Source: an optimization exercise on an open RTL-to-GDS flow (aim: a short achievable clock period and few clock cycles per item). Production flows keep margins and buffers that such runs may drop. No run shown here included a check of the RTL's function; only the layout flow was run. Power figures rest on the tool's default switching activity, not on a simulated workload.

`flow/design.v`:
```
package wsrt_pkg;
  localparam int SEQ_W      = 32;
  localparam int SEGB_W     = 14;
  localparam int HDR_W      = 8;
  localparam int WIN_W      = 6;
  localparam int SACK_CNT_W = 6;
  localparam int LEN_W      = 14;
  localparam int KIND_W     = 2;
  localparam int CFG_IDX_W  = 3;
  localparam int CFG_DATA_W = 32;
  localparam int SACKED_W   = SACK_CNT_W + SEGB_W;
  localparam int CNT_W      = 6;
  localparam int SW         = 35;
  localparam logic [KIND_W-1:0] KIND_START = 2'd0;
  localparam logic [KIND_W-1:0] KIND_ACK   = 2'd1;
  localparam logic [KIND_W-1:0] KIND_TICK  = 2'd2;
  localparam logic RES_SEG  = 1'b0;
  localparam logic RES_DONE = 1'b1;
  localparam logic [CFG_IDX_W-1:0] CFG_SEGMENT_BYTES = 3'd0;
  localparam logic [CFG_IDX_W-1:0] CFG_HEADER_BYTES  = 3'd1;
  localparam logic [CFG_IDX_W-1:0] CFG_FLOW_BYTES    = 3'd2;
  localparam logic [CFG_IDX_W-1:0] CFG_START_WINDOW  = 3'd3;
  localparam logic [CFG_IDX_W-1:0] CFG_WINDOW_LIMIT  = 3'd4;
  localparam logic [CFG_IDX_W-1:0] CFG_RETX_TICKS    = 3'd5;
  localparam logic [CFG_IDX_W-1:0] CFG_PRIORITY_MODE = 3'd6;
  localparam logic [SEGB_W-1:0] RST_SEGMENT_BYTES = 14'd1460;
  localparam logic [HDR_W-1:0]  RST_HEADER_BYTES  = 8'd40;
  localparam logic [SEQ_W-1:0]  RST_FLOW_BYTES    = 32'd1460;
  localparam logic [WIN_W-1:0]  RST_START_WINDOW  = 6'd1;
  localparam logic [WIN_W-1:0]  RST_WINDOW_LIMIT  = 6'd32;
  localparam logic [SEQ_W-1:0]  RST_RETX_TICKS    = 32'd1000;
  localparam logic [WIN_W-1:0]  MAXW              = 6'd32;
  localparam logic [CNT_W-1:0] SEG_CAP = 6'd63;
  localparam logic [LEN_W-1:0] LEN_MAX = 14'h3FFF;
  typedef struct packed {
    logic              noloop;      
    logic              force_a;     
    logic              done_pend;   
    logic              tmr_unk;     
    logic              altf;        
    logic              agtf;        
    logic              fapos;       
    logic [SEQ_W-1:0]  a;
    logic [SW-1:0]     am;          
    logic [SW-1:0]     ra;          
    logic [SW-1:0]     ram;         
    logic [SW-1:0]     fa;          
    logic [SW-1:0]     fam;         
    logic [SW-1:0]     fam1;        
    logic [SW-1:0]     lm;          
    logic [SW-1:0]     lmm;         
    logic [SW-1:0]     lmmm;        
    logic [SW-1:0]     flm;         
    logic [SW-1:0]     flm1;        
    logic [SEQ_W-1:0]  flow;
    logic [SEGB_W-1:0] mss;
    logic [HDR_W-1:0]  hdr;
    logic [LEN_W-1:0]  msslen;      
    logic [SEQ_W-1:0]  prio;
  } run_t;
endpackage
module wsrt_ctrl #(
  parameter int QN = 4
) (
  input  logic                             clk,
  input  logic                             rst_n,
  input  logic                             in_tvalid,
  output logic                             in_tready,
  input  logic [wsrt_pkg::KIND_W-1:0]      in_kind,
  input  logic [wsrt_pkg::SEQ_W-1:0]       in_ack_seq,
  input  logic [wsrt_pkg::SACK_CNT_W-1:0]  in_sack_count,
  input  logic                             cfg_valid,
  output logic                             cfg_ready,
  input  logic [wsrt_pkg::CFG_IDX_W-1:0]   cfg_index,
  input  logic [wsrt_pkg::CFG_DATA_W-1:0]  cfg_data,
  output logic                             run_v,
  output wsrt_pkg::run_t                   run,
  input  logic                             run_pop,
  input  logic                             tmr_set,
  input  logic                             tmr_armed
);
  localparam int SEQ_W      = wsrt_pkg::SEQ_W;
  localparam int SEGB_W     = wsrt_pkg::SEGB_W;
  localparam int HDR_W      = wsrt_pkg::HDR_W;
  localparam int WIN_W      = wsrt_pkg::WIN_W;
  localparam int SACK_CNT_W = wsrt_pkg::SACK_CNT_W;
  localparam int LEN_W      = wsrt_pkg::LEN_W;
  localparam int KIND_W     = wsrt_pkg::KIND_W;
  localparam int SACKED_W   = wsrt_pkg::SACKED_W;
  localparam int CNT_W      = wsrt_pkg::CNT_W;
  localparam int SW         = wsrt_pkg::SW;
  localparam logic [LEN_W-1:0] LEN_MAX = wsrt_pkg::LEN_MAX;
  localparam logic [CNT_W-1:0] SEG_CAP = wsrt_pkg::SEG_CAP;
  localparam int QC_W = $clog2(QN + 1);
  logic [SEGB_W-1:0] c_mss;        
  logic [HDR_W-1:0]  c_hdr;
  logic [SEQ_W-1:0]  c_flow;
  logic [WIN_W-1:0]  c_startcl;    
  logic [WIN_W-1:0]  c_limcl;      
  logic [SEQ_W-1:0]  c_retx;
  logic              c_prio;
  logic [LEN_W-1:0]  c_msslen;     
  assign cfg_ready = 1'b1;
  always_ff @(posedge clk) begin
    if (!rst_n) begin
      c_mss     <= wsrt_pkg::RST_SEGMENT_BYTES;
      c_hdr     <= wsrt_pkg::RST_HEADER_BYTES;
      c_flow    <= wsrt_pkg::RST_FLOW_BYTES;
      c_startcl <= wsrt_pkg::RST_START_WINDOW;
      c_limcl   <= wsrt_pkg::RST_WINDOW_LIMIT;
      c_retx    <= wsrt_pkg::RST_RETX_TICKS;
      c_prio    <= 1'b0;
    end else if (cfg_valid) begin
      unique case (cfg_index)
        wsrt_pkg::CFG_SEGMENT_BYTES: c_mss <= (cfg_data[SEGB_W-1:0] == '0) ? SEGB_W'(1)
                                                                  : cfg_data[SEGB_W-1:0];
        wsrt_pkg::CFG_HEADER_BYTES:  c_hdr <= cfg_data[HDR_W-1:0];
        wsrt_pkg::CFG_FLOW_BYTES:    c_flow <= cfg_data[SEQ_W-1:0];
        wsrt_pkg::CFG_START_WINDOW:  c_startcl <= (cfg_data[WIN_W-1:0] < wsrt_pkg::MAXW) ? cfg_data[WIN_W-1:0] : wsrt_pkg::MAXW;
        wsrt_pkg::CFG_WINDOW_LIMIT:  c_limcl <= (cfg_data[WIN_W-1:0] < wsrt_pkg::MAXW) ? cfg_data[WIN_W-1:0] : wsrt_pkg::MAXW;
        wsrt_pkg::CFG_RETX_TICKS:    c_retx <= cfg_data[SEQ_W-1:0];
        wsrt_pkg::CFG_PRIORITY_MODE: c_prio <= cfg_data[0];
        default: ;
      endcase
    end
  end
  logic [LEN_W:0] msslen_full;
  assign msslen_full = (LEN_W+1)'(c_mss) + (LEN_W+1)'(c_hdr);
  always_ff @(posedge clk) begin
    c_msslen <= (msslen_full > (LEN_W+1)'(LEN_MAX)) ? LEN_MAX : msslen_full[LEN_W-1:0];
  end
  logic                  iv;
  logic [KIND_W-1:0]     ik;
  logic [SEQ_W-1:0]      ia;
  logic [SACK_CNT_W-1:0] is_;
  logic                  can_r;     
  logic                  a_go;
  assign a_go      = iv && can_r;
  assign in_tready = !iv || can_r;
  always_ff @(posedge clk) begin
    if (!rst_n) begin
      iv <= 1'b0;
    end else if (in_tready) begin
      iv <= in_tvalid;
    end
  end
  always_ff @(posedge clk) begin
    if (in_tready) begin
      ik  <= in_kind;
      ia  <= in_ack_seq;
      is_ <= in_sack_count;
    end
  end
  logic [SEQ_W-1:0]    oldest;
  logic [WIN_W-1:0]    cwnd;
  logic [SACKED_W-1:0] sacked;
  logic                armed;
  logic [SEQ_W-1:0]    left;
  logic                done;
  logic                tmr_unk;
  logic [QC_W-1:0]     inflight;
  logic                is_new;
  logic [WIN_W:0]      cw_inc;
  logic [WIN_W-1:0]    cw_nxt;
  logic [SACKED_W-1:0] sk_nxt;
  logic                le1;
  assign is_new = ia > oldest;
  assign cw_inc = {1'b0, cwnd} + (WIN_W+1)'(1);
  assign cw_nxt = (cw_inc > {1'b0, c_limcl}) ? c_limcl : cw_inc[WIN_W-1:0];
  assign sk_nxt = SACKED_W'(is_) * SACKED_W'(c_mss);
  assign le1    = (left[SEQ_W-1:1] == '0);
  logic                push;
  logic                p_noloop, p_force, p_done, p_tmr;
  logic [SEQ_W-1:0]    p_a;
  logic [WIN_W-1:0]    p_cw;
  logic [SACKED_W-1:0] p_sk;
  always_comb begin
    push     = 1'b0;
    p_noloop = 1'b0;
    p_force  = 1'b0;
    p_done   = 1'b0;
    p_tmr    = 1'b0;
    p_a      = ia;
    p_cw     = cw_nxt;
    p_sk     = sk_nxt;
    if (a_go) begin
      unique case (ik)
        wsrt_pkg::KIND_START: begin
          push    = 1'b1;
          p_force = 1'b1;
          p_a     = '0;
          p_cw    = c_startcl;
          p_sk    = '0;
        end
        wsrt_pkg::KIND_ACK: begin
          if (!done) begin
            if (is_new) begin
              push   = 1'b1;
              p_done = (ia == c_flow);
              p_tmr  = !armed && (ia < c_flow);
            end else if (ia == c_flow) begin
              push     = 1'b1;
              p_noloop = 1'b1;
              p_done   = 1'b1;
              p_a      = '0;
            end
          end
        end
        wsrt_pkg::KIND_TICK: begin
          if (armed && le1) begin
            push    = 1'b1;
            p_force = 1'b1;
            p_a     = oldest;
            p_cw    = WIN_W'(1);
            p_sk    = sacked;
          end
        end
        default: ;
      endcase
    end
  end
  logic [QC_W-1:0] inflight_nxt;
  logic            tmr_unk_nxt;
  assign inflight_nxt = inflight + QC_W'(push) - QC_W'(run_pop);
  assign tmr_unk_nxt  = tmr_set ? 1'b0 : (tmr_unk || p_tmr);
  always_ff @(posedge clk) begin
    if (!rst_n) begin
      oldest   <= '0;
      cwnd     <= WIN_W'(1);
      sacked   <= '0;
      armed    <= 1'b0;
      left     <= '0;
      done     <= 1'b0;
      tmr_unk  <= 1'b0;
      inflight <= '0;
      can_r    <= 1'b1;
    end else begin
      inflight <= inflight_nxt;
      tmr_unk  <= tmr_unk_nxt;
      can_r    <= (inflight_nxt < QC_W'(QN)) && !tmr_unk_nxt;
      if (tmr_set) begin
        armed <= tmr_armed;
        left  <= c_retx;
      end
      if (a_go) begin
        unique case (ik)
          wsrt_pkg::KIND_START: begin
            oldest <= '0;
            cwnd   <= c_startcl;
            sacked <= '0;
            done   <= 1'b0;
            armed  <= (c_startcl != '0) && (c_flow != '0);
            left   <= c_retx;
          end
          wsrt_pkg::KIND_ACK: begin
            if (!done) begin
              sacked <= sk_nxt;
              if (is_new) begin
                oldest <= ia;
                cwnd   <= cw_nxt;
                if (ia == c_flow) done <= 1'b1;
                if (armed) begin
                  armed <= (ia < c_flow);
                  left  <= c_retx;
                end
              end else if (ia == c_flow) begin
                done <= 1'b1;
              end
            end
          end
          wsrt_pkg::KIND_TICK: begin
            if (armed) begin
              if (le1) begin
                armed <= (oldest < c_flow);
                left  <= c_retx;
                cwnd  <= WIN_W'(1);
              end else begin
                left <= left - SEQ_W'(1);
              end
            end
          end
          default: ;
        endcase
      end
    end
  end
  logic                d1_v, d1_noloop, d1_force, d1_done, d1_tmr, d1_prio;
  logic [SEQ_W-1:0]    d1_a, d1_flow;
  logic [WIN_W-1:0]    d1_cw;
  logic [SACKED_W-1:0] d1_sk;
  logic [SEGB_W-1:0]   d1_mss;
  logic [HDR_W-1:0]    d1_hdr;
  logic [LEN_W-1:0]    d1_msslen;
  always_ff @(posedge clk) begin
    if (!rst_n) d1_v <= 1'b0;
    else        d1_v <= push;
  end
  always_ff @(posedge clk) begin
    d1_noloop <= p_noloop;
    d1_force  <= p_force;
    d1_done   <= p_done;
    d1_tmr    <= p_tmr;
    d1_a      <= p_a;
    d1_cw     <= p_cw;
    d1_sk     <= p_sk;
    d1_flow   <= c_flow;
    d1_mss    <= c_mss;
    d1_hdr    <= c_hdr;
    d1_msslen <= c_msslen;
    d1_prio   <= c_prio;
  end
  logic                d2_v, d2_noloop, d2_force, d2_done, d2_tmr, d2_prio;
  logic                d2_agtf, d2_altf;
  logic [SEQ_W-1:0]    d2_a, d2_flow;
  logic [SEGB_W-1:0]   d2_mss;
  logic [HDR_W-1:0]    d2_hdr;
  logic [LEN_W-1:0]    d2_msslen;
  logic [SW-1:0]       d2_cwm, d2_skm1, d2_skm2, d2_skm3, d2_am, d2_fa, d2_flm, d2_flm1;
  logic [SEQ_W:0]      d2_u;
  logic [SW-1:0] e_a, e_flow, e_mss, e_sk;
  assign e_a    = SW'(d1_a);
  assign e_flow = SW'(d1_flow);
  assign e_mss  = SW'(d1_mss);
  assign e_sk   = SW'(d1_sk);
  always_ff @(posedge clk) begin
    if (!rst_n) d2_v <= 1'b0;
    else        d2_v <= d1_v;
  end
  always_ff @(posedge clk) begin
    d2_noloop <= d1_noloop;
    d2_force  <= d1_force;
    d2_done   <= d1_done;
    d2_tmr    <= d1_tmr;
    d2_prio   <= d1_prio;
    d2_a      <= d1_a;
    d2_flow   <= d1_flow;
    d2_mss    <= d1_mss;
    d2_hdr    <= d1_hdr;
    d2_msslen <= d1_msslen;
    d2_agtf   <= d1_a > d1_flow;
    d2_altf   <= d1_a < d1_flow;
    d2_cwm    <= SW'(SACKED_W'(d1_cw) * SACKED_W'(d1_mss));
    d2_skm1   <= e_sk - e_mss;
    d2_skm2   <= e_sk - (e_mss << 1);
    d2_skm3   <= e_sk - (e_mss << 1) - e_mss;
    d2_am     <= e_a - e_mss;
    d2_fa     <= e_flow - e_a;
    d2_flm    <= e_flow - e_mss;
    d2_flm1   <= e_flow - e_mss - SW'(1);
    d2_u      <= {1'b0, d1_a} + (SEQ_W+1)'(d1_sk);
  end
  wsrt_pkg::run_t nr;
  logic [SW-1:0] e2_a;
  assign e2_a = SW'(d2_a);
  always_comb begin
    nr.noloop    = d2_noloop;
    nr.force_a   = d2_force;
    nr.done_pend = d2_done;
    nr.tmr_unk   = d2_tmr;
    nr.altf      = d2_altf;
    nr.agtf      = d2_agtf;
    nr.fapos     = !d2_fa[SW-1] && (d2_fa != '0);
    nr.a         = d2_a;
    nr.am        = d2_am;
    nr.ra        = d2_cwm + d2_skm1;
    nr.ram       = d2_cwm + d2_skm2;
    nr.fa        = d2_fa;
    nr.fam       = d2_fa - SW'(d2_mss);
    nr.fam1      = d2_fa - SW'(d2_mss) - SW'(1);
    nr.lm        = e2_a + d2_cwm + d2_skm1;
    nr.lmm       = e2_a + d2_cwm + d2_skm2;
    nr.lmmm      = e2_a + d2_cwm + d2_skm3;
    nr.flm       = d2_flm;
    nr.flm1      = d2_flm1;
    nr.flow      = d2_flow;
    nr.mss       = d2_mss;
    nr.hdr       = d2_hdr;
    nr.msslen    = d2_msslen;
    nr.prio      = d2_prio ? SEQ_W'(1)
                 : (({1'b0, d2_flow} > d2_u) ? (d2_flow - d2_u[SEQ_W-1:0]) : '0);
  end
  wsrt_pkg::run_t            q [QN];
  logic [QC_W-1:0] qn;
  always_ff @(posedge clk) begin
    if (!rst_n) begin
      qn <= '0;
    end else begin
      qn <= qn + QC_W'(d2_v) - QC_W'(run_pop);
    end
  end
  always_ff @(posedge clk) begin
    for (int i = 0; i < QN; i++) begin
      if (run_pop) begin
        if (d2_v && (QC_W'(i) == qn - QC_W'(1))) q[i] <= nr;
        else if (i < QN - 1)                     q[i] <= q[i+1];
      end else begin
        if (d2_v && (QC_W'(i) == qn))            q[i] <= nr;
      end
    end
  end
  assign run_v = (qn != '0);
  assign run   = q[0];
endmodule
module wsrt_dp (
  input  logic                          clk,
  input  logic                          rst_n,
  input  logic                          run_v,
  input  wsrt_pkg::run_t                run,
  output logic                          run_pop,
  output logic                          tmr_set,
  output logic                          tmr_armed,
  output logic                          out_valid,
  input  logic                          out_ready,
  output logic                          out_kind,
  output logic [wsrt_pkg::SEQ_W-1:0]    out_seq,
  output logic [wsrt_pkg::LEN_W-1:0]    out_len,
  output logic [wsrt_pkg::SEQ_W-1:0]    out_prio,
  output logic                          out_last
);
  localparam int SEQ_W      = wsrt_pkg::SEQ_W;
  localparam int SEGB_W     = wsrt_pkg::SEGB_W;
  localparam int HDR_W      = wsrt_pkg::HDR_W;
  localparam int WIN_W      = wsrt_pkg::WIN_W;
  localparam int SACK_CNT_W = wsrt_pkg::SACK_CNT_W;
  localparam int LEN_W      = wsrt_pkg::LEN_W;
  localparam int KIND_W     = wsrt_pkg::KIND_W;
  localparam int SACKED_W   = wsrt_pkg::SACKED_W;
  localparam int CNT_W      = wsrt_pkg::CNT_W;
  localparam int SW         = wsrt_pkg::SW;
  localparam logic [LEN_W-1:0] LEN_MAX = wsrt_pkg::LEN_MAX;
  localparam logic [CNT_W-1:0] SEG_CAP = wsrt_pkg::SEG_CAP;
  logic              go;         
  logic              done_go;    
  logic [SEQ_W-1:0]  nxt;
  logic [SW-1:0]     f, fm, fm1, r, rm;
  logic [CNT_W-1:0]  sent;
  logic [SEGB_W-1:0] b_mss;
  logic [SEQ_W-1:0]  b_flow;
  logic [HDR_W-1:0]  b_hdr;
  logic [LEN_W-1:0]  b_msslen;
  logic [SEQ_W-1:0]  b_prio;
  logic              b_done;
  logic              out_valid_r;
  logic              out_kind_r;
  logic [SEQ_W-1:0]  out_seq_r;
  logic [LEN_W-1:0]  out_len_r;
  logic [SEQ_W-1:0]  out_prio_r;
  logic              out_last_r;
  logic          en;
  logic          over, more, free;
  logic [SW-1:0] e_nxt, e_mss;
  logic [SEQ_W-1:0] nxt_inc;
  logic [SW-1:0] fm_s, fm1_s, rm_s;
  logic [LEN_W:0] tail_full;
  logic [LEN_W-1:0] seg_len;
  assign en    = !out_valid_r || out_ready;
  assign e_nxt = SW'(nxt);
  assign e_mss = SW'(b_mss);
  assign over  = fm[SW-1];
  assign more  = go && !rm[SW-1] && !fm1[SW-1] && (sent != (SEG_CAP - CNT_W'(1)));
  assign free  = go ? (!more && !b_done) : 1'b1;
  assign nxt_inc = nxt + SEQ_W'(b_mss);
  assign fm_s    = fm - e_mss;
  assign fm1_s   = fm1 - e_mss;
  assign rm_s    = rm - e_mss;
  assign tail_full = (LEN_W+1)'(f[LEN_W-1:0]) + (LEN_W+1)'(b_hdr);
  assign seg_len   = !over ? b_msslen
                   : (tail_full > (LEN_W+1)'(LEN_MAX)) ? LEN_MAX : tail_full[LEN_W-1:0];
  logic          a_gt;
  logic          ho;
  logic [SW-1:0] d_lm, d_lmm, d_lmmm, d_fl, d_flm, d_flm1, d_am;
  logic [SEQ_W:0] d_a;
  logic [SEQ_W-1:0] h_nxt;
  logic [SW-1:0] h_f, h_fm, h_fm1, h_r, h_rm;
  logic          h_fpos, h_go;
  assign d_lm   = run.lm   - e_nxt;
  assign d_lmm  = run.lmm  - e_nxt;
  assign d_lmmm = run.lmmm - e_nxt;
  assign d_fl   = SW'(run.flow) - e_nxt;
  assign d_flm  = run.flm  - e_nxt;
  assign d_flm1 = run.flm1 - e_nxt;
  assign d_am   = e_nxt - run.am;            
  assign d_a    = {1'b0, nxt} - {1'b0, run.a};  
  assign a_gt = run.force_a || (go ? (over ? run.agtf : d_am[SW-1]) : d_a[SEQ_W]);
  assign ho   = en && run_v && free;
  always_comb begin
    if (a_gt) begin
      h_nxt  = run.a;
      h_f    = run.fa;
      h_fm   = run.fam;
      h_fm1  = run.fam1;
      h_r    = run.ra;
      h_rm   = run.ram;
      h_fpos = run.fapos;
    end else if (go) begin
      h_nxt  = over ? b_flow : nxt_inc;
      h_f    = fm;
      h_fm   = fm_s;
      h_fm1  = fm1_s;
      h_r    = d_lmm;
      h_rm   = d_lmmm;
      h_fpos = !over && !fm1[SW-1];
    end else begin
      h_nxt  = nxt;
      h_f    = d_fl;
      h_fm   = d_flm;
      h_fm1  = d_flm1;
      h_r    = d_lm;
      h_rm   = d_lmm;
      h_fpos = !d_fl[SW-1] && (d_fl != '0);
    end
    h_go = !run.noloop && !h_r[SW-1] && h_fpos;
  end
  assign run_pop   = ho;
  assign tmr_set   = ho && run.tmr_unk;
  assign tmr_armed = h_go && run.altf;
  always_ff @(posedge clk) begin
    if (!rst_n) begin
      go      <= 1'b0;
      done_go <= 1'b0;
      nxt     <= '0;
    end else if (en) begin
      if (go && more) begin
        nxt  <= nxt_inc;
        f    <= fm;
        fm   <= fm_s;
        fm1  <= fm1_s;
        r    <= rm;
        rm   <= rm_s;
        sent <= sent + CNT_W'(1);
      end else if (ho) begin
        go       <= h_go;
        done_go  <= !h_go && run.done_pend;
        nxt      <= h_nxt;
        f        <= h_f;
        fm       <= h_fm;
        fm1      <= h_fm1;
        r        <= h_r;
        rm       <= h_rm;
        sent     <= '0;
        b_mss    <= run.mss;
        b_flow   <= run.flow;
        b_hdr    <= run.hdr;
        b_msslen <= run.msslen;
        b_prio   <= run.prio;
        b_done   <= run.done_pend;
      end else begin
        go      <= 1'b0;
        done_go <= go && b_done;
        if (go) nxt <= over ? b_flow : nxt_inc;
      end
    end
  end
  always_ff @(posedge clk) begin
    if (!rst_n) begin
      out_valid_r <= 1'b0;
    end else if (en) begin
      out_valid_r <= go || done_go;
    end
  end
  always_ff @(posedge clk) begin
    if (en) begin
      if (go) begin
        out_kind_r <= wsrt_pkg::RES_SEG;
        out_seq_r  <= nxt;
        out_len_r  <= seg_len;
        out_prio_r <= b_prio;
        out_last_r <= !more && !b_done;
      end else if (done_go) begin
        out_kind_r <= wsrt_pkg::RES_DONE;
        out_seq_r  <= '0;
        out_len_r  <= '0;
        out_prio_r <= '0;
        out_last_r <= 1'b1;
      end
    end
  end
  assign out_valid = out_valid_r;
  assign out_kind  = out_kind_r;
  assign out_seq   = out_seq_r;
  assign out_len   = out_len_r;
  assign out_prio  = out_prio_r;
  assign out_last  = out_last_r;
endmodule
module window_sender_with_retx_timer_core (
  input  logic        clk,
  input  logic        rst_n,
  input  logic        in_tvalid,
  output logic        in_tready,
  input  logic [39:0] in_tdata,    
  input  logic [1:0]  in_tuser,    
  output logic        out_tvalid,
  input  logic        out_tready,
  output logic [79:0] out_tdata,   
  output logic [0:0]  out_tuser,   
  output logic        out_tlast,
  input  logic                              cfg_valid,
  output logic                              cfg_ready,
  input  logic [wsrt_pkg::CFG_IDX_W-1:0]    cfg_index,
  input  logic [wsrt_pkg::CFG_DATA_W-1:0]   cfg_data
);
  wsrt_pkg::run_t run;
  logic           run_v;
  logic           run_pop;
  logic           tmr_set;
  logic           tmr_armed;
  logic                         res_kind;
  logic [wsrt_pkg::SEQ_W-1:0]   res_seq;
  logic [wsrt_pkg::LEN_W-1:0]   res_len;
  logic [wsrt_pkg::SEQ_W-1:0]   res_prio;
  wsrt_ctrl u_ctrl (
    .clk           (clk),
    .rst_n         (rst_n),
    .in_tvalid     (in_tvalid),
    .in_tready     (in_tready),
    .in_kind       (in_tuser),
    .in_ack_seq    (in_tdata[31:0]),
    .in_sack_count (in_tdata[37:32]),
    .cfg_valid     (cfg_valid),
    .cfg_ready     (cfg_ready),
    .cfg_index     (cfg_index),
    .cfg_data      (cfg_data),
    .run_v         (run_v),
    .run           (run),
    .run_pop       (run_pop),
    .tmr_set       (tmr_set),
    .tmr_armed     (tmr_armed)
  );
  wsrt_dp u_dp (
    .clk       (clk),
    .rst_n     (rst_n),
    .run_v     (run_v),
    .run       (run),
    .run_pop   (run_pop),
    .tmr_set   (tmr_set),
    .tmr_armed (tmr_armed),
    .out_valid (out_tvalid),
    .out_ready (out_tready),
    .out_kind  (res_kind),
    .out_seq   (res_seq),
    .out_len   (res_len),
    .out_prio  (res_prio),
    .out_last  (out_tlast)
  );
  assign out_tdata = {2'b00, res_prio, res_len, res_seq};
  assign out_tuser = res_kind;
endmodule
```
`flow/constraint.sdc`:
```
create_clock -name core_clock -period 9.0 [get_ports {clk}]
set_input_delay 1.8000 -clock core_clock [delete_from_list [all_inputs] [get_ports {clk}]]
set_output_delay 1.8000 -clock core_clock [all_outputs]
set_load 0.01 [all_outputs]
```
`flow/run.sh`:
```
#!/bin/bash
# synth_recipe.tcl (not shown) runs the flow's synth.tcl, then flattens the netlist and writes it again
# the make line also repeats each setting of config.mk as NAME=value (left out here)
make -C /OpenROAD-flow-scripts/flow DESIGN_CONFIG=/design/flow/config.mk WORK_HOME=/design/flow/orfs CLKGATE_MAP_FILE= SYNTH_SCRIPT=/design/flow/synth_recipe.tcl finish
```
`flow/config.mk`:
```
export PLATFORM = sky130hd
export DESIGN_NAME = window_sender_with_retx_timer_core
export DESIGN_NICKNAME = window_sender_with_retx_timer_core
export VERILOG_FILES = /design/flow/design.v
export SDC_FILE = /design/flow/constraint.sdc
export NUM_CORES = 4
export LEC_CHECK = 0
export ABC_CLOCK_PERIOD_IN_PS = 3500
export CAP_MARGIN = 20
export CORE_MARGIN = 2
export CORE_UTILIZATION = 40
export SETUP_SLACK_MARGIN = 5
export SLEW_MARGIN = 20
export TNS_END_PERCENT = 100
```
==> notes.md, run 1 <==
antenna diode count 0; portion of total power attributed to combinational logic 0.392; ANT nets after route 0; worst reg2reg path startpoint u_ctrl.is_[0]$_DFFE_PP_; number of failing setup endpoints in the final timing report 0; total gr overflow 0; most used standard cells in the synthesized netlist 335 x sky130_fd_sc_hd__dfxtp_1, 245 x sky130_fd_sc_hd__nand2_1, 193 x sky130_fd_sc_hd__inv_1; leakage power 10.2 nW; Sink Count 388; critical path startpoint u_ctrl.is_[0]$_DFFE_PP_; CP Max Fanout 7; switching power share of the total 0.356; total placed cells including tap cells between 3,000 and 4,000; H-tree levels 2; area fraction in compound gates after synthesis 0.170; internal cell power ~4.2 mW; aggregate global-route resource usage 0.210; Post-Synth Adder-Cell Area 0.159; post-DP HPWL 40,800 microns; average routed wire per standard cell approximately 19 microns; die outline width ~230 microns; Final Non-Filler Cells roughly 3,100; register-to-register path setup slack roughly 4800 ps; data required time of the worst path ~9400 ps; post-DR vias/cell 5.40; transition time at the pin with the least slew margin around 1000 ps; setup repair after global routing missed its margin true; placeable core region approximately 52,000 sq um; final instance area around 25,000 sq um; CTS tree built; most common flop cell mapped by yosys sky130_fd_sc_hd__dfxtp_1; largest buffer count on any clock path 3; shortest period the worst path allows roughly 4200 ps; maximum number of pins on one net before global-route repair roughly 100; number of maximum-capacitance violations 0; outcome no timing/DRC/antenna violations; post-synth design cell area approximately 21,000 sq um; clock buffer count from CTS 44; net count of the finished layout between 2,000 and 3,000; number of warnings issued by yosys 2; share of synthesized area spent on multiplexers 0.00302; Hold Crit Start u_ctrl.d1_flow[24]$_DFF_P_; worst voltage drop across the vdd grid approximately 0.18 mV; number of global-route vias before repair 16,400; slew margin rel. 0.310; register clock-pin slew on the reported worst setup and hold paths approximately 60 ps; top cell type's share of synthesized area 0.318; data arrival time of the critical path 4660 ps; final worst clock skew 29.5 ps; num ports ~170; routed vias about 17,000; async set-or-reset flop fraction in the synthesized netlist 0; Initial DRC Count between 1,000 and 1,500; hold violation total from the final report 0; first-pass iteration count of the detailed router 6; Port Buffers 83; cts-stage hold buffer count 0; leading cell types by total area after synthesis sky130_fd_sc_hd__dfxtp_1 32%, sky130_fd_sc_hd__ha_1 11%, sky130_fd_sc_hd__edfxtp_1 7.5%, sky130_fd_sc_hd__fa_1 4.9%, sky130_fd_sc_hd__nand2_1 4.4%; antenna violations before repair 0; areal power density over the cells approximately 270 nW/um^2; area leader, netlist sky130_fd_sc_hd__dfxtp_1; number of placement rows 84; most common cell in the synthesized netlist sky130_fd_sc_hd__dfxtp_1; initial standard-cell utilization of the core 0.403; Net Sw Power approximately 2.3 mW; dpl cell area around 22,000 sq um; chip height ~230 microns; post-synthesis sequential area ratio 0.393; sequential cell fraction of total power 0.322; area added between synthesis and finish 16.3%; remaining design rule violation count 0; main combinational cell family by area after synthesis compound AO/OA/AOI/OAI gates; gate count of the mapped netlist 2,329; final-report max-slew violation count 0; unique cell type count in the Yosys netlist 75; path category of the worst min-delay check reg -> reg; type of the worst setup path reg -> reg; post-layout util 0.469; clock tree root buffer cell sky130_fd_sc_hd__clkbuf_16; Die Area 54,600 sq um; Sum Neg Setup Slack 0 ps; CP endpoint kind register; synthesized flop and latch total between 300 and 400; syn avg cell area roughly 9 sq um; insertion delay to the later sink of the worst-skew pair 600 ps; fmax around 240 MHz; first-pass GRT wire length about 90,000 microns; final cycle utilization of the critical path 0.469; Clock Power Share 0.286; basic-gate share of the synthesized area counting and, or, nand and nor cells 0.170; total wire length after detailed routing 58,000 microns; proportion of layout cells with a drive suffix above 1 0.0980; Placer Congestion between 0.8 and 0.9; number of flops mapped to enable cells by yosys 53; area share of xor/xnor cells in the synthesized design 0.0195; launching element type of the critical path register
kinds of logic after synthesis:
group	count (synthesis)
and+or+nand+nor	712
AOI/OAI and AO/OA	553
DFF	388
buffers and inverters	383
adders and majority gates	238
xor gates and xnor gates	47
muxes	6
other	2
worst paths after layout:
path / endpoint / cells past startpoint
worst min-delay path: u_ctrl.d2_flow[24]$_DFF_P_ / 0
worst max-delay path: u_ctrl.sacked[19]$_SDFFE_PN0P_ / 17
worst min register to register: u_ctrl.d2_flow[24]$_DFF_P_ / 0
worst max register to register: u_ctrl.sacked[19]$_SDFFE_PN0P_ / 17
through the flow:
stage | hold WS (ps) | power [mW] | worst slack, ps
global route | 324 | 6.96 | 4630
finish | 321 | 6.56 | 4780
detailed placement | 312 | 4.23 | 4460
floorplan | 310 | 3.69 | 4990
CTS | 320 | 6.40 | 4800
global placement | 312 | 4.19 | 4500
worst max-delay path, cell delays in order (launching register included):
cell and delay, ps:
sky130_fd_sc_hd__edfxtp_1 490, sky130_fd_sc_hd__buf_6 190, sky130_fd_sc_hd__and2_4 160, sky130_fd_sc_hd__fa_1 490, sky130_fd_sc_hd__fa_1 490, sky130_fd_sc_hd__inv_1 50
sky130_fd_sc_hd__fa_1 490, sky130_fd_sc_hd__inv_2 50, sky130_fd_sc_hd__ha_4 230, sky130_fd_sc_hd__a21oi_1 230, sky130_fd_sc_hd__o211ai_1 210, sky130_fd_sc_hd__a211oi_4 270
sky130_fd_sc_hd__buf_4 170, sky130_fd_sc_hd__nor3_4 40, sky130_fd_sc_hd__o21ai_1 140, sky130_fd_sc_hd__nand3b_1 120, sky130_fd_sc_hd__a22oi_1 180, sky130_fd_sc_hd__nor2_1 70
power groups by stage:
stage | Sequential, mW | Combinational [mW] | Clock, mW
2_1_floorplan | 2.09 | 1.61 | 0
3_3_place_gp | 2.15 | 2.04 | 0
3_5_place_dp | 2.16 | 2.08 | 0
4_1_cts | 2.11 | 2.37 | 1.92
5_1_grt | 2.13 | 2.84 | 1.99
6_report | 2.11 | 2.57 | 1.87
area by class of cell:
type	count	area (sq um)
tap	688	861
sequential	388	8300
multi-input combinational	1637	11900
clock inverter	21	214
inverter	194	731
fill	4996	27800
timing repair buffer	137	1280
clock buffer	61	1310
timing repair:
action / 4_1_cts / 5_1_grt
pin swaps: 58 / 35
setup buffers: 24 / 10
setup endpoints to repair: 23 / 24
gates resized for setup: 74 / 36
gates cloned: 0 / 0
sequential cells by signal, summed over array words and instances (netlist names), 2 cells and up:
register,flops
u_ctrl.c_startcl,6
u_dp.sent,6
u_ctrl.d1_sk,20
u_ctrl.c_retx,32
u_ctrl.oldest,32
u_ctrl.d1_flow,32
u_ctrl.inflight,3
u_ctrl.c_flow,32
u_ctrl.ia,32
u_ctrl.sacked,20
u_ctrl.d2_u,33
u_ctrl.is_,6
u_ctrl.q,4
u_ctrl.left,32
u_ctrl.d2_flow,32
u_ctrl.qn,3
u_ctrl.d1_a,32
u_ctrl.ik,2
u_ctrl.c_mss,14
placed cells by master, fill, tap and decap left out, types with 49 or more instances in the layout:
master | Yosys | routed
sky130_fd_sc_hd__a21oi_1 | 174 | 169
sky130_fd_sc_hd__nand3_1 | 57 | 55
sky130_fd_sc_hd__nand4_1 | 68 | 68
sky130_fd_sc_hd__inv_1 | 193 | 186
sky130_fd_sc_hd__o21ai_0 | 101 | 91
sky130_fd_sc_hd__conb_1 | 2 | 81
sky130_fd_sc_hd__nand2_1 | 245 | 242
sky130_fd_sc_hd__edfxtp_1 | 53 | 53
sky130_fd_sc_hd__fa_1 | 52 | 49
sky130_fd_sc_hd__and2_1 | 88 | 80
sky130_fd_sc_hd__clkdlybuf4s50_1 | 0 | 82
sky130_fd_sc_hd__ha_1 | 186 | 173
sky130_fd_sc_hd__nor2_1 | 105 | 100
sky130_fd_sc_hd__dfxtp_1 | 335 | 334
sky130_fd_sc_hd__a22o_1 | 61 | 60
layer usage:
| metal | GRT usage | vias up | part of all wire |
|---|---|---|---|
| met3 | 0.0345 | 83 | 0.049 |
| met5 | 0 | - | 0 |
| met2 | 0.347 | 435 | 0.47 |
| met4 | 0.0613 | 0 | 0.024 |
| li1 | - | 8167 | - |
| met1 | 0.283 | 8189 | 0.45 |
==> run 2, diff against run 1 <==
--- a/flow/design.v
+++ b/flow/design.v
@@ -61,5 +61,3 @@
 endpackage
-module wsrt_ctrl #(
-  parameter int QN = 4
-) (
+module wsrt_ctrl (
   input  logic                             clk,
@@ -93,2 +91,3 @@
   localparam logic [CNT_W-1:0] SEG_CAP = wsrt_pkg::SEG_CAP;
+  localparam int QN   = 4;
   localparam int QC_W = $clog2(QN + 1);
@@ -381,4 +380,6 @@
   end
-  wsrt_pkg::run_t            q [QN];
+  wsrt_pkg::run_t  q0, q1, q2, q3;
   logic [QC_W-1:0] qn;
+  logic [QC_W-1:0] wi;      
+  assign wi = qn - QC_W'(run_pop);
   always_ff @(posedge clk) begin
@@ -391,13 +392,12 @@
   always_ff @(posedge clk) begin
-    for (int i = 0; i < QN; i++) begin
-      if (run_pop) begin
-        if (d2_v && (QC_W'(i) == qn - QC_W'(1))) q[i] <= nr;
-        else if (i < QN - 1)                     q[i] <= q[i+1];
-      end else begin
-        if (d2_v && (QC_W'(i) == qn))            q[i] <= nr;
-      end
-    end
+    if (d2_v && wi == QC_W'(0))  q0 <= nr;
+    else if (run_pop)            q0 <= q1;
+    if (d2_v && wi == QC_W'(1))  q1 <= nr;
+    else if (run_pop)            q1 <= q2;
+    if (d2_v && wi == QC_W'(2))  q2 <= nr;
+    else if (run_pop)            q2 <= q3;
+    if (d2_v && wi == QC_W'(3))  q3 <= nr;
   end
   assign run_v = (qn != '0);
-  assign run   = q[0];
+  assign run   = q0;
 endmodule
==> run 2 against run 1 <==
Effect of this change:
- the layout now fails its checks (max-slew violations)
- power rose to 11 times the previous value
- sequential share of layout area rose by 11 points
- cell area rose to 7.4 times the previous value
- first-iteration DRC count rose to 11 times the previous value
- sequential power rose to 12 times the previous value
- wire length rose to 9.3 times the previous value
- critical path depth rose by 12
- die area rose to 6.9 times the previous value
- worst setup slack got worse by 1700 ps
- synthesized area rose to 7.0 times the previous value
- sequential cell count rose by 2566
- critical path type unchanged
- largest cell class is now registers
- highest routed layer is now met5
==> notes.md, run 2 <==
commonest non-fill, non-tap cells in the layout 4,137 x sky130_fd_sc_hd__nand2_1, 2,202 x sky130_fd_sc_hd__edfxtp_1, 723 x sky130_fd_sc_hd__ha_1, 675 x sky130_fd_sc_hd__dfxtp_1, 619 x sky130_fd_sc_hd__o21ai_0; register clock-pin slew on the reported worst setup and hold paths 60 ps (about the same); chip height 614 microns (+160%); cell class contributing the biggest share of worst-path delay compound AO/OA/AOI/OAI gates; clock tree root buffer cell sky130_fd_sc_hd__clkbuf_16; remaining design rule violation count 0 (unchanged); Filler Cells Inserted 33,100 (+560%); final instance area 182,000 sq um (+640%); Port Buffers 161 (+94%); syn avg cell area 10.1 sq um (+11%); routed vias 118,000 (+600%); data arrival time of the critical path 6570 ps (+1910 ps); post-synthesis sequential area ratio 0.546 (+0.153); areal power density over the cells 410 nW/um^2 (+53%); first-pass iteration count of the detailed router 7 (+1); placeable core region 370,000 sq um (+610%); Worst path slowest cell sky130_fd_sc_hd__dfxtp_4; final cycle utilization of the critical path 0.656 (+0.187); die outline width 614 microns (+160%); insertion delay to the later sink of the worst-skew pair 990 ps (+390 ps); area added between synthesis and finish 22.5%; Failed Checks max-slew violations; average routed wire per standard cell 25.8 microns (+39%); Sum Neg Setup Slack 0 ps (unchanged); area leader, netlist sky130_fd_sc_hd__edfxtp_1; most common cell after layout, fill and taps aside sky130_fd_sc_hd__nand2_1; met2 track demand over resource 0.421 (+0.0736); total placed cells including tap cells 19,500 (+550%); gate count of the mapped netlist 14,800 (+530%); largest buffer count on any clock path 4 (+1); most used standard cells in the synthesized netlist 4,185 x sky130_fd_sc_hd__nand2_1, 2,202 x sky130_fd_sc_hd__edfxtp_1, 824 x sky130_fd_sc_hd__ha_1; setup repair after global routing missed its margin true; Die Area 377,000 sq um (+590%); dpl cell area 157,000 sq um (+600%); launching element type of the critical path register; Top Usage Layer GRT met2; data required time of the worst path 9660 ps (+220 ps); post-synth design cell area 149,000 sq um (+600%); shortest period the worst path allows 5910 ps (+1680 ps); type of the worst setup path reg -> reg; ANT nets after route 0 (unchanged); CTS tree built; worst voltage drop across the vdd grid 0.338 mV (+89%); number of warnings issued by yosys 2 (unchanged); Initial DRC Count 14,100 (+1000%); final-report max-slew violation count 26 (+26); outcome failed layout checks; net count of the finished layout 16,600 (+510%); sequential standard cell area 81,400 sq um (+880%); number of global-route vias before repair 108,000 (+560%); number of placement rows 223 (+170%); final worst clock skew 107 ps (+77.0 ps); maximum number of pins on one net before global-route repair 137 (+40%); antenna violations before repair 56 (+56); number of failing setup endpoints in the final timing report 0 (unchanged); Placer Congestion 0.943 (+9.0%); CP Max Fanout 4 (-3); post-DP HPWL 348,000 microns (+750%); proportion of layout cells with a drive suffix above 1 0.158 (+0.0595); first-pass GRT wire length 756,000 microns (+740%); post-DR vias/cell 5.66 (+4.9%); leading cell types by total area after synthesis sky130_fd_sc_hd__edfxtp_1 44%, sky130_fd_sc_hd__nand2_1 11%, sky130_fd_sc_hd__dfxtp_1 10%, sky130_fd_sc_hd__ha_1 6.9%, sky130_fd_sc_hd__o21ai_0 2.6%; aggregate global-route resource usage 0.274 (+0.0638); cell repeated most along the worst path sky130_fd_sc_hd__a21oi_2; leakage power 74.4 nW (+630%); fmax 169 MHz (-28%); total gr overflow 0 (unchanged); hold violation total from the final report 0 (unchanged); number of flops mapped to enable cells by yosys 2,202 (+4100%); buffering stage count on the worst path with inverters included 3 (-1); grt met1 use 0.368 (+0.0853); most common flop cell mapped by yosys sky130_fd_sc_hd__edfxtp_1; H-tree levels 5 (+3); footprint of the multi-input gates 70,300 sq um (+490%); Final Non-Filler Cells 20,800 (+570%); met3 layer usage reported by global route 0.0507 (+0.0162); top cell type's share of synthesized area 0.444 (+0.127); CP endpoint kind register; path category of the worst min-delay check reg -> reg; most common cell in the synthesized netlist sky130_fd_sc_hd__nand2_1; post-layout util 0.493 (+0.0234); synthesized flop and latch total 2,954 (+660%); transition time at the pin with the least slew margin 1530 ps (+506 ps); largest stage delay on the critical path 360 ps (-130 ps); clock buffer count from CTS 329 (+650%); slew margin rel. -0.0184 (-0.328); Sink Count 2,954 (+660%); post-layout power 74.7 mW (+1000%); total wire length after detailed routing 536,000 microns (+830%); async set-or-reset flop fraction in the synthesized netlist 0 (unchanged); num ports 167 (unchanged); number of maximum-capacitance violations 0 (unchanged); unique cell type count in the Yosys netlist 102 (+36%); initial standard-cell utilization of the core 0.402 (-0.00109)
run 2: cell types whose count changed in the layout (fill, tap and decap cells not counted), moves of 237 or more:
cell and change:
sky130_fd_sc_hd__dfxtp_1 +341, sky130_fd_sc_hd__nand2_1 +3895, sky130_fd_sc_hd__a21o_1 +237, sky130_fd_sc_hd__ha_1 +550, sky130_fd_sc_hd__o21ai_0 +528, sky130_fd_sc_hd__edfxtp_1 +2149
sky130_fd_sc_hd__nor2_1 +497, sky130_fd_sc_hd__inv_1 +401, sky130_fd_sc_hd__clkbuf_16 +293, sky130_fd_sc_hd__xnor2_1 +293, sky130_fd_sc_hd__buf_4 +527, sky130_fd_sc_hd__a21oi_1 +436
run 2: layout make-up:
cell class,instances,area share
Sequential cell,2954,0.447
Multi-Input combinational cell,10600,0.386
Timing Repair Buffer,1005,0.0576
Clock buffer,446,0.0499
Tap cell,4950,0.0340
Inverter,656,0.0145
Clock inverter,167,0.0114
Antenna cell,19,0.000261
run 2: logic make-up after synthesis:
logic type / count (synthesis) / synth area share
mux: 96 / 0.00678
compound gates: 2780 / 0.118
other cells: 2 / 0.0000505
xor+xnor: 675 / 0.0398
simple gates: 6085 / 0.173
flops: 2954 / 0.546
fa+ha+maj: 949 / 0.0861
buf+inv: 1230 / 0.0312
run 2: final timing paths:
path                                            endpoint                startpoint  depth (start not counted)  slack (ps)
worst max-delay path            u_ctrl.q0[274]$_DFFE_PP_    u_ctrl.d2_a[0]$_DFF_P_                         29        3090
worst max register to register  u_ctrl.q0[274]$_DFFE_PP_    u_ctrl.d2_a[0]$_DFF_P_                         29        3090
worst min-delay path            u_ctrl.d2_hdr[1]$_DFF_P_  u_ctrl.d1_hdr[1]$_DFF_P_                          0         310
worst min register to register  u_ctrl.d2_hdr[1]$_DFF_P_  u_ctrl.d1_hdr[1]$_DFF_P_                          0         310
run 2: stage by stage:
step                      hold slack [ps]  setup WS [ps]
after floorplan                       310          -9010
after global placement                311           2010
after detailed placement              312           2030
after CTS                             313           2990
after global routing                  322           2930
final                                 311           3090
run 2: worst reg2reg max path, delay by kind of cell, from the launching register on:
family | cells | cell delay [ps]
compound gates | 13 | 2750
fa+ha+maj | 3 | 770
simple gates | 7 | 680
buf+inv | 3 | 490
flops | 1 | 360
xor+xnor | 2 | 290
mux | 1 | 280
run 2: layer usage:
metal	up-vias	wire (microns)	part of all wire
li1	53500	-	-
met2	5754	237000	0.44
met3	1219	53100	0.099
met4	24	32800	0.061
met5	-	166	0.00031
met1	57200	214000	0.40
run 2: timing repair:
item                       4_1_cts  5_1_grt
setup buffers                  397      196
pin swaps                      310      405
hold endpoints to repair         0        0
gates resized for setup       1178      623
hold buffers                     0        0
gates cloned                    37        7
setup endpoints to repair     3711     1547
run 2: power breakdown:
part / internal (mW) / leakage, nW / switching (mW)
clock: 8.17 / 5.44 / 5.88
sequential: 21.8 / 27.6 / 2.90
combinational: 13.9 / 41.4 / 22.0
total: 43.8 / 74.4 / 30.8

[afterwards: timing with drivers on the ports]
In the flow no input, the clock included, has a driving cell. The finished layouts below were timed again as built, in two steps. Step 1 (the two cells are an assumption about what drives the block):
set clk [get_ports {clk}]
set_driving_cell -lib_cell sky130_fd_sc_hd__clkbuf_16 $clk
set_driving_cell -lib_cell sky130_fd_sc_hd__buf_2 [delete_from_list [all_inputs] $clk]
Step 2 times the ports against the registers' clock, not the clock port: input delays grow and output delays shrink by t, the midpoint of the rising clock arrivals with the driver on. Slacks: ideal / step 1 / step 2; pairs: ideal / step 1.
| run | t (ns) | slack for setup (ns) | worst setup path at the end | worst register clock-pin slew, ns | worst data-port slew with drivers (ns) |
|---|---|---|---|---|---|
| run 1 | 0.639 | 4.775 / 4.775 / 4.611 | input to register | 0.06 / 0.06 | 0.07 |
| run 2 | 1.048 | 3.092 / 3.092 / 3.092 | register to register | 0.07 / 0.07 | 0.07 |
For run 1, which loses most, drivers alone change the setup slack by 0.000 ns; drivers and shift together by -0.164 ns.
